What follows belongs to an exercise in optimizing a design on an open flow for small area, a short achievable clock period and few clock cycles; a production flow would make more cautious choices. Where RTL was checked, it was by simulation tests only, not by an equivalence proof against the original. Power and IR drop assume default switching activity.

==> 01-06 <==
==> flow/design.v <==
package conceal_pkg;
    typedef enum logic [1:0] {
        SIZE_16 = 2'd0,
        SIZE_32 = 2'd1,
        SIZE_64 = 2'd2
    } packet_size_e;
    typedef enum logic [2:0] {
        SEQ_IDLE,
        SEQ_FETCH,
        SEQ_CHECK,
        SEQ_CONCEAL,
        SEQ_FINISH
    } seq_state_e;
    typedef enum logic [1:0] {
        PORT_IDLE,
        PORT_READ,
        PORT_AVERAGE,
        PORT_WRITE
    } port_state_e;
    typedef struct packed {
        logic                     cyc;
        logic                     stb;
        logic                     we;
        logic [16-1:0] adr;
        logic [8-1:0]      dat;
    } pix_wb_req_t;
    typedef struct packed {
        logic                ack;
        logic [8-1:0] dat;
    } pix_wb_rsp_t;
    typedef struct packed {
        logic               cyc;
        logic               stb;
        logic [8-1:0] adr;
    } flag_wb_req_t;
    typedef struct packed {
        logic               ack;
        logic [16-1:0] dat;
    } flag_wb_rsp_t;
    typedef struct packed {
        logic at_top;
        logic at_bottom;
        logic at_left;
        logic at_right;
    } edge_flags_t;
    typedef struct packed {
        logic [16-1:0] adr;
        edge_flags_t              edges;
    } conceal_job_t;
    typedef struct packed {
        logic [8-1:0] nw;
        logic [8-1:0] n;
        logic [8-1:0] ne;
        logic [8-1:0] w;
        logic [8-1:0] e;
        logic [8-1:0] sw;
        logic [8-1:0] s;
        logic [8-1:0] se;
    } neighbours_t;
endpackage
`timescale 1ns/1ps
module concealment_top (
    input  logic                     clock,
    input  logic                     reset,
    input  logic                     start,
    input  logic [1:0]               size,
    output logic                     done,
    output logic                     pix_cyc,
    output logic                     pix_stb,
    output logic                     pix_we,
    output logic [16-1:0] pix_adr,
    output logic [8-1:0]      pix_dat_w,
    input  logic                     pix_ack,
    input  logic [8-1:0]      pix_dat_r,
    output logic                     flag_cyc,
    output logic                     flag_stb,
    output logic [8-1:0]       flag_adr,
    input  logic                     flag_ack,
    input  logic [16-1:0]       flag_dat
);
    localparam logic [2:0] S_IDLE = 3'd0;
    localparam logic [2:0] S_FLAG = 3'd1;
    localparam logic [2:0] S_SCAN = 3'd2;
    localparam logic [2:0] S_BUS  = 3'd3;
    localparam logic [2:0] S_DONE = 3'd4;
    localparam logic [1:0] PH_A = 2'd0;
    localparam logic [1:0] PH_B = 2'd1;
    localparam logic [1:0] PH_M = 2'd2;
    localparam logic [1:0] R_T = 2'd0;
    localparam logic [1:0] R_B = 2'd1;
    localparam logic [1:0] R_M = 2'd2;
    logic [2:0]  st;
    logic [1:0]  size_q;
    logic [7:0]  line;
    logic        tp, bp;     
    logic [15:0] segf;       
    logic        cyc_q, we_q, fcyc_q, done_q;
    logic [15:0] adr_q;
    logic        it_v;
    logic [1:0]  it_ph, it_row;
    logic        run_first;  
    logic [7:0]  rc;
    logic        rd_iss;     
    logic        tag_m, tag_pm, tag_first;
    logic        ptag_m, ptag_pm, ptag_first;
    logic        ptag_tb, ptag_ev, ptag_wv;
    logic        proc_v;
    logic [7:0]  din;
    logic [8:0]  cs0, cs1, cs2;
    logic        cs2_ok;
    logic        e_ok;       
    logic [7:0]  wv;         
    logic        wpend;      
    logic        ops_act;
    logic [7:0]  pend;       
    logic [1:0]  wf_q;       
    logic        fin_e1, fin_e2, fin_e3;
    logic [9:0]  opnd_q;     
    logic        fin_q;
    logic [10:0] acc;
    logic [7:0]  pcw;        
    logic        eK, nL, nR, start1;
    logic [7:0]  mask;
    logic [7:0]  avail, sel;
    logic        e_force;
    logic [9:0]  opnd;
    logic [10:0] acc_sum;
    logic        fin_now, op_now;
    logic [1:0]  wa, wb, wd, we_, wf;
    assign eK = !tp || !bp;
    assign nL  = start1 && (rc[7:4] == 4'd0);
    assign nR  = fin_now && (pcw == 8'd253);
    assign fin_e1 = (wf_q == 2'd1);
    assign fin_e2 = wf_q[1];
    assign fin_e3 = (wf_q == 2'd3);
    assign wa  = nL ? 2'd0 : ((eK && nR) ? 2'd2 : 2'd1);
    assign wb  = 2'd1 + 2'(eK || nL || nR) + 2'(eK && (nL || nR));
    assign wd  = nR ? 2'd0 : ((eK && nL) ? 2'd2 : 2'd1);
    assign we_ = nL ? 2'd0 : (2'd1 + 2'(eK || nR) + 2'(eK && nR));
    assign wf  = nR ? 2'd0 : (2'd1 + 2'(eK || nL) + 2'(eK && nL));
    assign mask    = {wd[1], wd[0], we_[1], we_[0], wb[1], wb[0], wa[1], wa[0]};
    assign e_force = proc_v && ptag_ev;
    assign avail   = pend & {cs2_ok, cs2_ok, 6'b111111};
    assign fin_now = ops_act && (pend == 8'd0) && (e_ok || !(fin_e1 || fin_e2)) && !wpend
                   && !e_force;
    assign op_now  = !e_force && (avail != 8'd0);
    always_comb begin
        sel = 8'd0;
        for (int i = 7; i >= 0; i = i - 1) begin
            if (avail[i]) sel = 8'(1) << i;
        end
        if (e_force) sel = 8'd0;
    end
    always_comb begin
        opnd = ({10{sel[0]}} & {1'b0, cs0})
             | ({10{sel[1]}} & {cs0, 1'b0})
             | ({10{sel[2]}} & {1'b0, cs1})
             | ({10{sel[3]}} & {cs1, 1'b0})
             | ({10{sel[4]}} & {2'b0, wv})
             | ({10{sel[5]}} & {1'b0, wv, 1'b0})
             | ({10{sel[6]}} & {1'b0, cs2})
             | ({10{sel[7]}} & {cs2, 1'b0})
             | ({10{e_force && fin_e1}} & {2'b0, din})
             | ({10{e_force && fin_e2}} & {1'b0, din, 1'b0});
    end
    assign acc_sum = acc + 11'(opnd_q);
    logic [3:0]  first_seg;
    logic        any_seg;
    logic [15:0] seg_exp;
    logic [15:0] seg_done;
    logic [1:0]  first_row;
    logic        need_mid;
    logic        nr_valid;
    logic [1:0]  nr;
    logic        it_first;
    logic        cont;
    logic [7:0]  rc_inc, c0, c0_m1;
    logic [7:0]  line_m1, line_p1, rd_line;
    logic        slot_free, w_inflight, wreq, rd_guard, rd_hold, rd_ok, rd_go, run_done;
    logic        srch, init_it;
    logic        ld_now, start_ops;
    always_comb begin
        first_seg = 4'd0;
        for (int i = 15; i >= 0; i = i - 1) begin
            if (segf[i]) first_seg = 4'(i);
        end
    end
    assign any_seg = (segf != 16'd0);
    always_comb begin
        for (int i = 0; i < 16; i = i + 1) begin
            case (size_q)
                2'd1:    seg_exp[i] = flag_dat[15 - i / 2];
                2'd2:    seg_exp[i] = flag_dat[15 - i / 4];
                default: seg_exp[i] = flag_dat[15 - i];
            endcase
            seg_done[i] = (4'(i) <= rc[7:4]);
        end
    end
    assign first_row = tp ? R_T : R_B;
    assign need_mid  = (it_ph != PH_B);
    always_comb begin
        nr_valid = 1'b0;
        nr       = R_M;
        case (it_row)
            R_T: begin
                if (bp) begin
                    nr_valid = 1'b1;
                    nr       = R_B;
                end else begin
                    nr_valid = need_mid;
                end
            end
            R_B:     nr_valid = need_mid;
            default: nr_valid = 1'b0;
        endcase
    end
    assign it_first = (it_row == first_row);
    assign rc_inc  = rc + 8'd1;
    assign c0      = {first_seg, 4'd0};
    assign c0_m1   = {first_seg - 4'd1, 4'hf};
    assign line_m1 = line - 8'd1;
    assign line_p1 = line + 8'd1;
    assign rd_line = (it_row == R_T) ? line_m1 : (it_row == R_B) ? line_p1 : line;
    assign cont    = (rc[3:0] != 4'd0) || segf[rc[7:4]];
    assign slot_free  = !cyc_q || pix_ack;
    assign w_inflight = cyc_q && we_q;
    assign wreq       = (wpend && !w_inflight) || fin_q;
    assign rd_guard   = it_first && ops_act && ((pend & (pend - 8'd1)) != 8'd0);
    assign rd_hold    = (it_ph == PH_A) && (it_row == R_M) && (ops_act || wpend || fin_q);
    assign rd_ok      = (st == S_BUS) && it_v && !rd_guard && !rd_hold;
    assign rd_go      = !wreq && rd_ok;
    assign run_done   = slot_free && wreq && !it_v && !ops_act && (st == S_BUS);
    assign srch       = (st == S_BUS) && !it_v && !rd_iss && any_seg;
    assign init_it    = ((st == S_SCAN) && any_seg) || srch;
    assign ptag_tb   = !ptag_m;
    assign ptag_ev   = ptag_m && ptag_pm;
    assign ptag_wv   = ptag_m && !ptag_pm;
    assign ld_now    = proc_v && ptag_tb;
    assign start1    = ld_now && ptag_first && ptag_pm && run_first;
    assign start_ops = (ld_now && ptag_first && ptag_pm)
                     || (fin_now && pcw == 8'd253);
    always_ff @(posedge clock or negedge reset) begin
        if (!reset) begin
            st      <= S_IDLE;
            cyc_q   <= 1'b0;
            fcyc_q  <= 1'b0;
            done_q  <= 1'b0;
            wpend   <= 1'b0;
            ops_act <= 1'b0;
            proc_v  <= 1'b0;
            e_ok    <= 1'b0;
            cs2_ok  <= 1'b0;
            it_v    <= 1'b0;
            rd_iss  <= 1'b0;
            fin_q   <= 1'b0;
        end else begin
            done_q <= 1'b0;
            proc_v <= pix_ack && cyc_q && !we_q;
            fin_q  <= fin_now;
            if (slot_free) begin
                cyc_q  <= wreq || rd_ok;
                rd_iss <= rd_go;
            end else begin
                rd_iss <= 1'b0;
            end
            if (fin_now) begin
                ops_act <= 1'b0;
                e_ok    <= 1'b0;
            end
            if (fin_q) begin
                wpend <= 1'b1;
            end
            if (start_ops) begin
                ops_act <= 1'b1;
            end
            if (ld_now && ptag_pm) begin
                cs2_ok <= !ptag_first || eK;
            end
            if (proc_v && ptag_ev) begin
                e_ok <= 1'b1;
            end
            if (pix_ack && w_inflight) begin
                wpend <= 1'b0;
            end
            if (rd_iss && !nr_valid && it_ph == PH_M && !(cont && rc != 8'd255)) begin
                it_v <= 1'b0;
            end
            case (st)
                S_IDLE: begin
                    wpend <= 1'b0;
                    if (start) begin
                        fcyc_q <= 1'b1;
                        st     <= S_FLAG;
                    end
                end
                S_FLAG: begin
                    if (flag_ack) begin
                        fcyc_q <= 1'b0;
                        st     <= S_SCAN;
                    end
                end
                S_SCAN: begin
                    ops_act <= 1'b0;
                    e_ok    <= 1'b0;
                    if (!any_seg) begin
                        if (!bp) begin
                            if (!cyc_q) begin
                                done_q <= 1'b1;
                                st     <= S_DONE;
                            end
                        end else begin
                            fcyc_q <= 1'b1;
                            st     <= S_FLAG;
                        end
                    end else begin
                        it_v <= 1'b1;
                        st   <= S_BUS;
                    end
                end
                S_BUS: begin
                    if (srch) it_v <= 1'b1;
                    if (run_done) st <= S_SCAN;
                end
                default: begin
                    st <= S_IDLE;
                end
            endcase
        end
    end
    always_ff @(posedge clock) begin
        if (slot_free) begin
            we_q      <= wreq;
            adr_q     <= wreq ? {line, pcw} : {rd_line, rc};
            tag_m     <= (it_row == R_M);
            tag_pm    <= (it_ph == PH_M);
            tag_first <= it_first;
        end
        din        <= pix_dat_r;
        ptag_m     <= tag_m;
        ptag_pm    <= tag_pm;
        ptag_first <= tag_first;
        if (st == S_IDLE && start) begin
            size_q <= size;
            line   <= 8'd0;
            tp     <= 1'b0;
            bp     <= 1'b1;
        end
        if (st == S_FLAG) begin
            segf <= seg_exp;
        end
        if (st == S_IDLE) begin
            pend <= 8'd0;
        end
        if (st == S_SCAN && !any_seg && bp) begin
            line   <= line_p1;
            tp     <= 1'b1;
            bp     <= (line_p1 != 8'd239);
        end
        if (init_it) begin
            it_row    <= first_row;
            run_first <= 1'b1;
            if (first_seg != 4'd0) begin
                it_ph <= PH_A;
                rc    <= c0_m1;
            end else begin
                it_ph <= PH_B;
                rc    <= c0;
            end
        end
        if (rd_iss) begin
            if (nr_valid) begin
                it_row <= nr;
            end else begin
                it_row <= first_row;
                if (it_ph == PH_A) begin
                    it_ph <= PH_B;
                    rc    <= rc_inc;
                end else if (it_ph == PH_B) begin
                    it_ph  <= PH_M;
                    rc     <= rc_inc;
                end else if (cont && rc != 8'd255) begin
                    rc     <= rc_inc;
                end else begin
                    segf <= segf & ~seg_done;
                end
            end
        end
        if (proc_v) begin
            if (ptag_wv) wv <= din;
            if (ptag_ev && fin_e3) wv <= din;
        end
        if (ld_now) begin
            cs2 <= (ptag_first ? 9'd0 : cs2) + 9'(din);
            if (ptag_first) begin
                cs0 <= cs1;
                cs1 <= cs2;
            end
        end
        opnd_q <= opnd;
        if (fin_now) begin
            pcw <= pcw + 8'd1;
            if (pcw == 8'd253) begin
                cs0 <= cs1;
                cs1 <= cs2;
            end
        end else if (op_now && ops_act) begin
            pend <= pend & ~sel;
        end else if (e_force && fin_e3) begin
            pend[4] <= 1'b1;
        end
        if (start1) begin
            pcw <= {rc[7:4] - 4'd1, 4'hf};
            run_first <= 1'b0;
        end
        if (start_ops) begin
            pend <= mask;
            wf_q <= wf;
        end
        if (fin_q) begin
            wv <= acc_sum[10:3];
        end
        if (fin_q || st == S_IDLE) begin
            acc <= 11'd0;
        end else begin
            acc <= acc_sum;
        end
    end
    assign done      = done_q;
    assign pix_cyc   = cyc_q;
    assign pix_stb   = cyc_q;
    assign pix_we    = we_q;
    assign pix_adr   = adr_q;
    assign pix_dat_w = wv;
    assign flag_cyc  = fcyc_q;
    assign flag_stb  = fcyc_q;
    assign flag_adr  = line;
endmodule
==> flow/flow/run.sh <==
#!/bin/bash
set -euo pipefail
export SETUP_SLACK_MARGIN=6.2
bash standard.sh > standard.log 2>&1
==> flow/standard.sh <==
#!/bin/bash
# synth_recipe.tcl (not shown) runs the flow's synth.tcl, then flattens the netlist and writes it again
# the make line also repeats each setting of config.mk as NAME=value (left out here)
make -C /OpenROAD-flow-scripts/flow DESIGN_CONFIG=/design/flow/config.mk WORK_HOME=/design/flow/orfs CLKGATE_MAP_FILE= SYNTH_SCRIPT=/design/flow/synth_recipe.tcl "${@:-finish}"
==> flow/config.mk <==
export PLATFORM = sky130hd
export DESIGN_NAME = concealment_top
export DESIGN_NICKNAME = concealment_top
export VERILOG_FILES = /design/flow/design.v
export SDC_FILE = /design/flow/constraint.sdc
export NUM_CORES = 4
export LEC_CHECK = 0
export CAP_MARGIN = 20
export CORE_MARGIN = 2
export CORE_UTILIZATION = 40
export CTS_BUF_LIST = sky130_fd_sc_hd__clkbuf_8
export SLEW_MARGIN = 20
==> flow/constraint.sdc <==
create_clock -name core_clock -period 9.0 [get_ports {clock}]
set_input_delay 1.8000 -clock core_clock [delete_from_list [all_inputs] [get_ports {clock}]]
set_output_delay 1.8000 -clock core_clock [all_outputs]
set_load 0.01 [all_outputs]
==> inputs of 09-12, as changes to 01-06 <==
==> flow/design.v, changed modules only <==
module concealment_top (
    input  logic                     clock,
    input  logic                     reset,
    input  logic                     start,
    input  logic [1:0]               size,
    output logic                     done,
    output logic                     pix_cyc,
    output logic                     pix_stb,
    output logic                     pix_we,
    output logic [16-1:0] pix_adr,
    output logic [8-1:0]      pix_dat_w,
    input  logic                     pix_ack,
    input  logic [8-1:0]      pix_dat_r,
    output logic                     flag_cyc,
    output logic                     flag_stb,
    output logic [8-1:0]       flag_adr,
    input  logic                     flag_ack,
    input  logic [16-1:0]       flag_dat
);
    localparam logic [2:0] S_IDLE = 3'd0;
    localparam logic [2:0] S_FLAG = 3'd1;
    localparam logic [2:0] S_SCAN = 3'd2;
    localparam logic [2:0] S_BUS  = 3'd3;
    localparam logic [2:0] S_DONE = 3'd4;
    localparam logic [1:0] PH_A = 2'd0;
    localparam logic [1:0] PH_B = 2'd1;
    localparam logic [1:0] PH_M = 2'd2;
    localparam logic [1:0] R_T = 2'd0;
    localparam logic [1:0] R_B = 2'd1;
    localparam logic [1:0] R_M = 2'd2;
    logic [2:0]  st;
    logic [1:0]  size_q;
    logic [7:0]  line;
    logic        tp, bp;     
    logic [15:0] segf;       
    logic        cyc_q, we_q, fcyc_q, done_q;
    logic [15:0] adr_q;
    logic        it_v;
    logic [1:0]  it_ph, it_row;
    logic [7:0]  rc;
    logic        rd_iss;     
    logic        tag_m, tag_pm, tag_first, tag_last;
    logic        ptag_m, ptag_pm, ptag_first, ptag_last;
    logic        ptag_tb, ptag_ev, ptag_wv;
    logic        proc_v;
    logic [7:0]  din;
    logic [8:0]  cs0, cs1, cs2;
    logic        cs2_ok;
    logic [7:0]  ev;
    logic        e_ok;
    logic [7:0]  wv;         
    logic        wpend;      
    logic        ops_act;
    logic [8:0]  pend;       
    logic        fin_e1, fin_e2;
    logic [9:0]  opnd_q;     
    logic        op_q, fin_q;
    logic [10:0] acc;
    logic [7:0]  pcw;        
    logic        eL, eR;     
    logic        eK, nL, nR;
    logic [8:0]  mask;
    logic        mask_e1, mask_e2;
    logic [8:0]  avail, sel;
    logic [5:0]  early;
    logic [9:0]  opnd;
    logic [10:0] acc_sum;
    logic        fin_now, op_now;
    logic [1:0]  wa, wb, wd, we_, wf;
    assign eK = !tp || !bp;
    assign nL  = fin_now ? 1'b0 : eL;
    assign nR  = fin_now ? (pcw == 8'd253) : eR;
    assign wa  = nL ? 2'd0 : ((eK && nR) ? 2'd2 : 2'd1);
    assign wb  = 2'd1 + 2'(eK || nL || nR) + 2'(eK && (nL || nR));
    assign wd  = nR ? 2'd0 : ((eK && nL) ? 2'd2 : 2'd1);
    assign we_ = nL ? 2'd0 : (2'd1 + 2'(eK || nR) + 2'(eK && nR));
    assign wf  = nR ? 2'd0 : (2'd1 + 2'(eK || nL) + 2'(eK && nL));
    assign mask    = {wf == 2'd3, wd[1], wd[0], we_[1], we_[0], wb[1], wb[0], wa[1], wa[0]};
    assign mask_e1 = (wf == 2'd1);
    assign mask_e2 = wf[1];
    assign avail = pend & {e_ok, cs2_ok, cs2_ok, 6'b111111};
    assign fin_now = ops_act && (pend == 9'd0) && (e_ok || !(fin_e1 || fin_e2)) && !wpend;
    assign op_now  = (avail != 9'd0);
    always_comb begin
        sel = 9'd0;
        for (int i = 8; i >= 0; i = i - 1) begin
            if (avail[i]) sel = 9'(1) << i;
        end
    end
    always_comb begin
        opnd = ({10{sel[0]}} & {1'b0, cs0})
             | ({10{sel[1]}} & {cs0, 1'b0})
             | ({10{sel[2]}} & {1'b0, cs1})
             | ({10{sel[3]}} & {cs1, 1'b0})
             | ({10{sel[4]}} & {2'b0, wv})
             | ({10{sel[5]}} & {1'b0, wv, 1'b0})
             | ({10{sel[6]}} & {1'b0, cs2})
             | ({10{sel[7]}} & {cs2, 1'b0})
             | ({10{sel[8] || (fin_now && fin_e1)}} & {2'b0, ev})
             | ({10{fin_now && fin_e2}} & {1'b0, ev, 1'b0});
    end
    assign acc_sum = acc + 11'(opnd_q);
    assign early   = pend[5:0];
    logic [3:0]  first_seg;
    logic        any_seg;
    logic [15:0] seg_exp;
    logic [15:0] seg_done;
    logic [1:0]  first_row;
    logic        need_mid;
    logic        nr_valid;
    logic [1:0]  nr;
    logic        it_first, it_last;
    logic        cont;
    logic [7:0]  rc_inc, c0, c0_m1;
    logic [7:0]  line_m1, line_p1, rd_line;
    logic        slot_free, w_inflight, wreq, rd_guard, rd_ok, rd_go, run_done;
    logic        ld_now, start_ops;
    always_comb begin
        first_seg = 4'd0;
        for (int i = 15; i >= 0; i = i - 1) begin
            if (segf[i]) first_seg = 4'(i);
        end
    end
    assign any_seg = (segf != 16'd0);
    always_comb begin
        for (int i = 0; i < 16; i = i + 1) begin
            case (size_q)
                2'd1:    seg_exp[i] = flag_dat[15 - i / 2];
                2'd2:    seg_exp[i] = flag_dat[15 - i / 4];
                default: seg_exp[i] = flag_dat[15 - i];
            endcase
            seg_done[i] = (4'(i) <= rc[7:4]);
        end
    end
    assign first_row = tp ? R_T : R_B;
    assign need_mid  = (it_ph != PH_B);
    always_comb begin
        nr_valid = 1'b0;
        nr       = R_M;
        case (it_row)
            R_T: begin
                if (bp) begin
                    nr_valid = 1'b1;
                    nr       = R_B;
                end else begin
                    nr_valid = need_mid;
                end
            end
            R_B:     nr_valid = need_mid;
            default: nr_valid = 1'b0;
        endcase
    end
    assign it_first = (it_row == first_row);
    assign it_last  = (it_row == R_B) || (it_row == R_T && !bp);
    assign rc_inc  = rc + 8'd1;
    assign c0      = {first_seg, 4'd0};
    assign c0_m1   = {first_seg - 4'd1, 4'hf};
    assign line_m1 = line - 8'd1;
    assign line_p1 = line + 8'd1;
    assign rd_line = (it_row == R_T) ? line_m1 : (it_row == R_B) ? line_p1 : line;
    assign cont    = (rc[3:0] != 4'd0) || segf[rc[7:4]];
    assign slot_free  = !cyc_q || pix_ack;
    assign w_inflight = cyc_q && we_q;
    assign wreq       = (wpend && !w_inflight) || fin_q;
    assign rd_guard   = (it_ph == PH_M) && it_first && ops_act
                      && ((early & (early - 6'd1)) != 6'd0);
    assign rd_ok      = (st == S_BUS) && it_v && !rd_guard;
    assign rd_go      = !wreq && rd_ok;
    assign run_done   = pix_ack && w_inflight && !it_v && !ops_act;
    assign ptag_tb   = !ptag_m;
    assign ptag_ev   = ptag_m && ptag_pm;
    assign ptag_wv   = ptag_m && !ptag_pm;
    assign ld_now    = proc_v && ptag_tb;
    assign start_ops = (ld_now && ptag_first && ptag_pm)
                     || (fin_now && pcw == 8'd253);
    always_ff @(posedge clock or negedge reset) begin
        if (!reset) begin
            st      <= S_IDLE;
            cyc_q   <= 1'b0;
            fcyc_q  <= 1'b0;
            done_q  <= 1'b0;
            wpend   <= 1'b0;
            ops_act <= 1'b0;
            proc_v  <= 1'b0;
            e_ok    <= 1'b0;
            cs2_ok  <= 1'b0;
            it_v    <= 1'b0;
            rd_iss  <= 1'b0;
            op_q    <= 1'b0;
            fin_q   <= 1'b0;
        end else begin
            done_q <= 1'b0;
            proc_v <= pix_ack && cyc_q && !we_q;
            op_q   <= op_now && ops_act;
            fin_q  <= fin_now;
            if (slot_free) begin
                cyc_q  <= wreq || rd_ok;
                rd_iss <= rd_go;
            end else begin
                rd_iss <= 1'b0;
            end
            if (fin_now) begin
                ops_act <= 1'b0;
                e_ok    <= 1'b0;
            end
            if (fin_q) begin
                wpend <= 1'b1;
            end
            if (start_ops) begin
                ops_act <= 1'b1;
            end
            if (ld_now && ptag_pm) begin
                cs2_ok <= ptag_last;
            end
            if (proc_v && ptag_ev) begin
                e_ok <= 1'b1;
            end
            if (pix_ack && w_inflight) begin
                wpend <= 1'b0;
            end
            if (rd_iss && !nr_valid && it_ph == PH_M && !(cont && rc != 8'd255)) begin
                it_v <= 1'b0;
            end
            case (st)
                S_IDLE: begin
                    if (start) begin
                        fcyc_q <= 1'b1;
                        st     <= S_FLAG;
                    end
                end
                S_FLAG: begin
                    if (flag_ack) begin
                        fcyc_q <= 1'b0;
                        st     <= S_SCAN;
                    end
                end
                S_SCAN: begin
                    wpend   <= 1'b0;
                    ops_act <= 1'b0;
                    e_ok    <= 1'b0;
                    if (!any_seg) begin
                        if (!bp) begin
                            done_q <= 1'b1;
                            st     <= S_DONE;
                        end else begin
                            fcyc_q <= 1'b1;
                            st     <= S_FLAG;
                        end
                    end else begin
                        it_v <= 1'b1;
                        st   <= S_BUS;
                    end
                end
                S_BUS: begin
                    if (run_done) st <= S_SCAN;
                end
                default: begin
                    st <= S_IDLE;
                end
            endcase
        end
    end
    always_ff @(posedge clock) begin
        if (slot_free) begin
            we_q      <= wreq;
            adr_q     <= wreq ? {line, pcw} : {rd_line, rc};
            tag_m     <= (it_row == R_M);
            tag_pm    <= (it_ph == PH_M);
            tag_first <= it_first;
            tag_last  <= it_last;
        end
        din        <= pix_dat_r;
        ptag_m     <= tag_m;
        ptag_pm    <= tag_pm;
        ptag_first <= tag_first;
        ptag_last  <= tag_last;
        if (st == S_IDLE && start) begin
            size_q <= size;
            line   <= 8'd0;
            tp     <= 1'b0;
            bp     <= 1'b1;
        end
        if (flag_ack) begin
            segf <= seg_exp;
        end
        if (st == S_SCAN) begin
            acc  <= 11'd0;
            pend <= 9'd0;
            pcw  <= c0_m1;
            eL   <= (first_seg == 4'd0);
            eR   <= 1'b0;
            if (!any_seg) begin
                if (bp) begin
                    line <= line_p1;
                    tp   <= 1'b1;
                    bp   <= (line_p1 != 8'd239);
                end
            end else begin
                it_row <= first_row;
                if (first_seg != 4'd0) begin
                    it_ph <= PH_A;
                    rc    <= c0_m1;
                end else begin
                    it_ph <= PH_B;
                    rc    <= c0;
                end
            end
        end
        if (rd_iss) begin
            if (nr_valid) begin
                it_row <= nr;
            end else begin
                it_row <= first_row;
                if (it_ph == PH_A) begin
                    it_ph <= PH_B;
                    rc    <= rc_inc;
                end else if (it_ph == PH_B) begin
                    it_ph <= PH_M;
                    rc    <= rc_inc;
                end else if (cont && rc != 8'd255) begin
                    rc <= rc_inc;
                end else begin
                    segf <= segf & ~seg_done;
                end
            end
        end
        if (proc_v) begin
            if (ptag_wv) wv <= din;
            if (ptag_ev) ev <= din;
        end
        if (ld_now) begin
            cs2 <= (ptag_first ? 9'd0 : cs2) + 9'(din);
            if (ptag_first) begin
                cs0 <= cs1;
                cs1 <= cs2;
            end
        end
        opnd_q <= opnd;
        if (fin_now) begin
            pcw <= pcw + 8'd1;
            eL  <= 1'b0;
            eR  <= (pcw == 8'd253);
            if (pcw == 8'd253) begin
                cs0 <= cs1;
                cs1 <= cs2;
            end
        end else if (op_now && ops_act) begin
            pend <= pend & ~sel;
        end
        if (start_ops) begin
            pend   <= mask;
            fin_e1 <= mask_e1;
            fin_e2 <= mask_e2;
        end
        if (fin_q) begin
            wv  <= acc_sum[10:3];
            acc <= 11'd0;
        end else if (op_q) begin
            acc <= acc_sum;
        end
    end
    assign done      = done_q;
    assign pix_cyc   = cyc_q;
    assign pix_stb   = cyc_q;
    assign pix_we    = we_q;
    assign pix_adr   = adr_q;
    assign pix_dat_w = wv;
    assign flag_cyc  = fcyc_q;
    assign flag_stb  = fcyc_q;
    assign flag_adr  = line;
endmodule
==> flow/run.sh (new file) <==
#!/bin/bash
# synth_recipe.tcl (not shown) runs the flow's synth.tcl, then flattens the netlist and writes it again
# the make line also repeats each setting of config.mk as NAME=value (left out here)
make -C /OpenROAD-flow-scripts/flow DESIGN_CONFIG=/design/flow/config.mk WORK_HOME=/design/flow/orfs CLKGATE_MAP_FILE= SYNTH_SCRIPT=/design/flow/synth_recipe.tcl finish
--- a/flow/config.mk
+++ b/flow/config.mk
@@ -5,8 +5,9 @@
 export SDC_FILE = /design/flow/constraint.sdc
 export NUM_CORES = 4
 export LEC_CHECK = 0
+export ABC_CLOCK_PERIOD_IN_PS = 3000
 export CAP_MARGIN = 20
 export CORE_MARGIN = 2
 export CORE_UTILIZATION = 40
-export CTS_BUF_LIST = sky130_fd_sc_hd__clkbuf_8
+export SETUP_SLACK_MARGIN = 5
 export SLEW_MARGIN = 20
removed: flow/flow/run.sh
removed: flow/standard.sh
==> results.txt <==
item	01-06	09-12
Slew at the pin with the worst max-slew slack	0.856 ns	0.984 ns
Row cnt	53	54
Cell with the largest stage delay on the worst path	dfrtp_2	clkdlybuf4s50_1
Hold slack	0.342 ns	0.343 ns
Total detailed-routing wirelength	21.3 mm	21.5 mm
Number of nets in the synthesized netlist	984	988
Routed length on met1	10.7 mm	10.1 mm
Mapped Area	0.00855 mm²	0.00892 mm²
Crit path max fanout	2	11
Worst path max stage delay	0.43 ns	0.62 ns
Status	finished clean	finished clean
Cell Count, Final, Fillers Out	1276	1253
Final critical delay including setup and external delays	2.92 ns	3.41 ns
Power in the clock group	493 µW	688 µW
Leakage component of the power	3.99 nW	4.07 nW
Fill cells	2051	2073
Terminus of the critical flop-to-flop path	cs1[0]$_DFF_P_	segf[4]$_DFF_P_
Via count of the first global-routing pass	6560	6820
Width of the die	150 µm	153 µm
Worst-case hold path end point	ptag_first$_DFF_P_	ptag_m$_DFF_P_
Number of antenna violations at the first check in global routing	1	0
Flip-flop and latch count	160	173
Max Clock Skew	0.0230 ns	0.0151 ns
Critical path depth in cells	2	1
Critical path data arrival time	1.12 ns	1.61 ns
Testbench counts of 01-06, summed over its fixed seeds: cycles 704,808.
Only the layout flow was run in 09-12; the RTL was not checked for function there.

re-timing with driven ports:
No port has a modelled driver above. Below, the same layouts with a new extraction and two added sets of constraints. Step 1: set_driving_cell puts a clkbuf_16 on clock and a buf_2 on each other input, an assumption about the parent block. Step 2 times the ports against the registers' clock, not the clock port: input delays grow and output delays shrink by t, the midpoint of the rising clock arrivals with the driver on. a / b / c = ideal ports / drivers / drivers and shift; a / b = the first two.
run	t (ns)	setup WS [ns]	clock arrival spread, ns	worst slew at a driven data input, ns	cell pins on the clock port's net
01-06	0.499	6.076 / 6.035 / 5.810	0.023 / 0.023	0.06	1
09-12	0.464	5.591 / 5.546 / 5.162	0.015 / 0.015	0.05	1
After both steps every run listed still meets setup and hold. For 09-12, which loses most, drivers alone change the setup slack by -0.045 ns; drivers and shift together by -0.429 ns.
